Background: an optimization exercise with open tools, aiming at small area, a short achievable clock period and few clock cycles per item. Do not read the settings as production practice.
At most, simulation tests tie the RTL to the original design; equivalence was not proved.
Power is estimated from default activity; no workload was simulated.

==> flow/design.v (excerpt) <==
module mul_top (
    input  logic        clk_i,
    input  logic        rst_i,
    input  logic        req_i,
    input  logic [31:0] op_a_i,
    input  logic [31:0] op_b_i,
    input  logic [2:0]  func3_i,
    output logic        ack_o,
    output logic [31:0] result_o
);
==> flow/config.mk <==
export PLATFORM = sky130hd
export DESIGN_NAME = mul_top
export DESIGN_NICKNAME = mul_top
export VERILOG_FILES = /design/flow/design.v
export SDC_FILE = /design/flow/constraint.sdc
export NUM_CORES = 4
export LEC_CHECK = 0
export CAP_MARGIN = 20
export CORE_MARGIN = 2
export CORE_UTILIZATION = 45
export CTS_BUF_LIST = sky130_fd_sc_hd__clkbuf_4 sky130_fd_sc_hd__clkbuf_8
export PLACE_DENSITY = 0.6
export SETUP_SLACK_MARGIN = 5
export SLEW_MARGIN = 20
==> flow/constraint.sdc <==
create_clock -name core_clock -period 8.2 [get_ports {clk_i}]
set_input_delay 1.6400 -clock core_clock [delete_from_list [all_inputs] [get_ports {clk_i}]]
set_output_delay 1.6400 -clock core_clock [all_outputs]
set_load 0.01 [all_outputs]
standard.sh (not shown) runs the stock make flow with config.mk's settings and CLKGATE_MAP_FILE= SYNTH_SCRIPT=/design/flow/synth_recipe.tcl, a recipe that flattens the netlist after the stock synthesis.
==> flow/flow/run.sh <==
#!/bin/bash
# The standard layout (the standard.sh: same make targets and settings),
# except that the port buffers are the plain buf_1 instead of the buffer
# that buffer_ports picks by default.
set -euo pipefail
export BUFFER_PORTS_ARGS="-buffer_cell sky130_fd_sc_hd__buf_1"
bash standard.sh > standard.log 2>&1
Testbench counts at the start, summed over its fixed seeds: cycles 34,455, items 4,800.
==> next run, changes <==
--- a/flow/design.v
+++ b/flow/design.v
@@ -21,12 +21,15 @@
     logic [40:0]       s_q;
     logic [40:0]       c_q;
     logic              cin_q;
     logic [3:0]        bone_q;     
     logic [3:0]        btwo_q;
     logic [3:0]        bneg_q;
+    logic [3:0]        bone_nq;    
+    logic [3:0]        btwo_nq;    
+    logic [3:0]        bneg_nq;    
     logic [33:0]       a_ext;
     logic [8:0]        win_cap;    
     logic [8:0]        win_nxt;    
     logic [3:0]        cone, ctwo, cneg, none, ntwo, nneg;
     logic [40:0]       s_d;
     logic [40:0]       c_d;
@@ -64,19 +67,27 @@
         ntwo[2] = (win_nxt[6] & ~win_nxt[5] & ~win_nxt[4]) | (~win_nxt[6] & win_nxt[5] & win_nxt[4]);
         nneg[2] = win_nxt[6];
         none[3] = win_nxt[7] ^ win_nxt[6];
         ntwo[3] = (win_nxt[8] & ~win_nxt[7] & ~win_nxt[6]) | (~win_nxt[8] & win_nxt[7] & win_nxt[6]);
         nneg[3] = win_nxt[8];
     end
-    wire [33:0] pv0 = (({34{bone_q[0]}} & a_ext) | ({34{btwo_q[0]}} & {a_ext[32:0], 1'b0})) ^ {34{bneg_q[0]}};
+    wire [16:0] pvl0 = (({17{bone_q[0]}} & a_ext[16:0]) | ({17{btwo_q[0]}} & {a_ext[15:0], 1'b0})) ^ {17{bneg_q[0]}};
+    wire [16:0] pvh0 = (({17{~bone_nq[0]}} & a_ext[33:17]) | ({17{~btwo_nq[0]}} & a_ext[32:16])) ^ {17{~bneg_nq[0]}};
+    wire [33:0] pv0 = {pvh0, pvl0};
     wire [33:0] pp0 = {~pv0[33], pv0[32:0]};
-    wire [33:0] pv1 = (({34{bone_q[1]}} & a_ext) | ({34{btwo_q[1]}} & {a_ext[32:0], 1'b0})) ^ {34{bneg_q[1]}};
+    wire [16:0] pvl1 = (({17{bone_q[1]}} & a_ext[16:0]) | ({17{btwo_q[1]}} & {a_ext[15:0], 1'b0})) ^ {17{bneg_q[1]}};
+    wire [16:0] pvh1 = (({17{~bone_nq[1]}} & a_ext[33:17]) | ({17{~btwo_nq[1]}} & a_ext[32:16])) ^ {17{~bneg_nq[1]}};
+    wire [33:0] pv1 = {pvh1, pvl1};
     wire [33:0] pp1 = {~pv1[33], pv1[32:0]};
-    wire [33:0] pv2 = (({34{bone_q[2]}} & a_ext) | ({34{btwo_q[2]}} & {a_ext[32:0], 1'b0})) ^ {34{bneg_q[2]}};
+    wire [16:0] pvl2 = (({17{bone_q[2]}} & a_ext[16:0]) | ({17{btwo_q[2]}} & {a_ext[15:0], 1'b0})) ^ {17{bneg_q[2]}};
+    wire [16:0] pvh2 = (({17{~bone_nq[2]}} & a_ext[33:17]) | ({17{~btwo_nq[2]}} & a_ext[32:16])) ^ {17{~bneg_nq[2]}};
+    wire [33:0] pv2 = {pvh2, pvl2};
     wire [33:0] pp2 = {~pv2[33], pv2[32:0]};
-    wire [33:0] pv3 = (({34{bone_q[3]}} & a_ext) | ({34{btwo_q[3]}} & {a_ext[32:0], 1'b0})) ^ {34{bneg_q[3]}};
+    wire [16:0] pvl3 = (({17{bone_q[3]}} & a_ext[16:0]) | ({17{btwo_q[3]}} & {a_ext[15:0], 1'b0})) ^ {17{bneg_q[3]}};
+    wire [16:0] pvh3 = (({17{~bone_nq[3]}} & a_ext[33:17]) | ({17{~btwo_nq[3]}} & a_ext[32:16])) ^ {17{~bneg_nq[3]}};
+    wire [33:0] pv3 = {pvh3, pvl3};
     wire [33:0] pp3 = {~pv3[33], pv3[32:0]};
     wire hs1 = s_q[14] ^ c_q[14];
     wire hc2 = s_q[14] & c_q[14];
     wire hs3 = s_q[15] ^ c_q[15];
     wire hc4 = s_q[15] & c_q[15];
     wire hs5 = s_q[16] ^ c_q[16];
@@ -448,21 +459,27 @@
             s_q     <= 41'h10000000000;
             c_q     <= '0;
             cin_q   <= 1'b0;
             bone_q  <= cone;
             btwo_q  <= ctwo;
             bneg_q  <= cneg;
+            bone_nq <= ~cone;
+            btwo_nq <= ~ctwo;
+            bneg_nq <= ~cneg;
         end else begin
             cnt_q   <= cnt_q + 1'b1;
             last_q  <= nxt_last;
             s_q     <= s_d;
             c_q     <= c_d;
             cin_q   <= low_sum[8];
             bone_q  <= none;
             btwo_q  <= ntwo;
             bneg_q  <= nneg;
+            bone_nq <= ~none;
+            btwo_nq <= ~ntwo;
+            bneg_nq <= ~nneg;
         end
     end
     always_ff @(posedge clk_i) begin
         if (!busy_q && !fin_q && !ack_o) begin
             lo_q <= op_b_i;
         end else if (busy_q || (fin_q && !hi_q)) begin
The changed run completed without violations.
Global-route usage went down by 0.32 points.
Core utilization hardly moves.
Via count went up by about 4%.
Total power stays flat.
Hold slack degrades by 6.2 ps.
For the second run of this note, only the layout was checked, not whether the RTL still works.

==> static timing again, ports no longer ideal <==
No port has a modelled driver above. Below, the same layouts with a new extraction and two added sets of constraints.
Step 1 assumes that a clkbuf_16 drives the clock port and a buf_2 every other input.
Step 2 moves the port delays by t, midway between the first and last clock arrival at a register: inputs arrive t later, outputs are due t later. That takes back most of the time a late clock gives input paths.
a / b / c = ideal / step 1 / step 2; a / b = the first two.
| run | t, ns | slack for setup (ns) | clock arrival spread, ns | pins driven straight from the clock port |
|---|---|---|---|---|
| the first run | 0.500 | 5.121 / 5.121 / 5.121 | 0.021 / 0.020 | 1 |
| the second run | 0.532 | 5.091 / 5.091 / 5.091 | 0.022 / 0.022 | 1 |
After both steps every run listed still meets setup and hold.
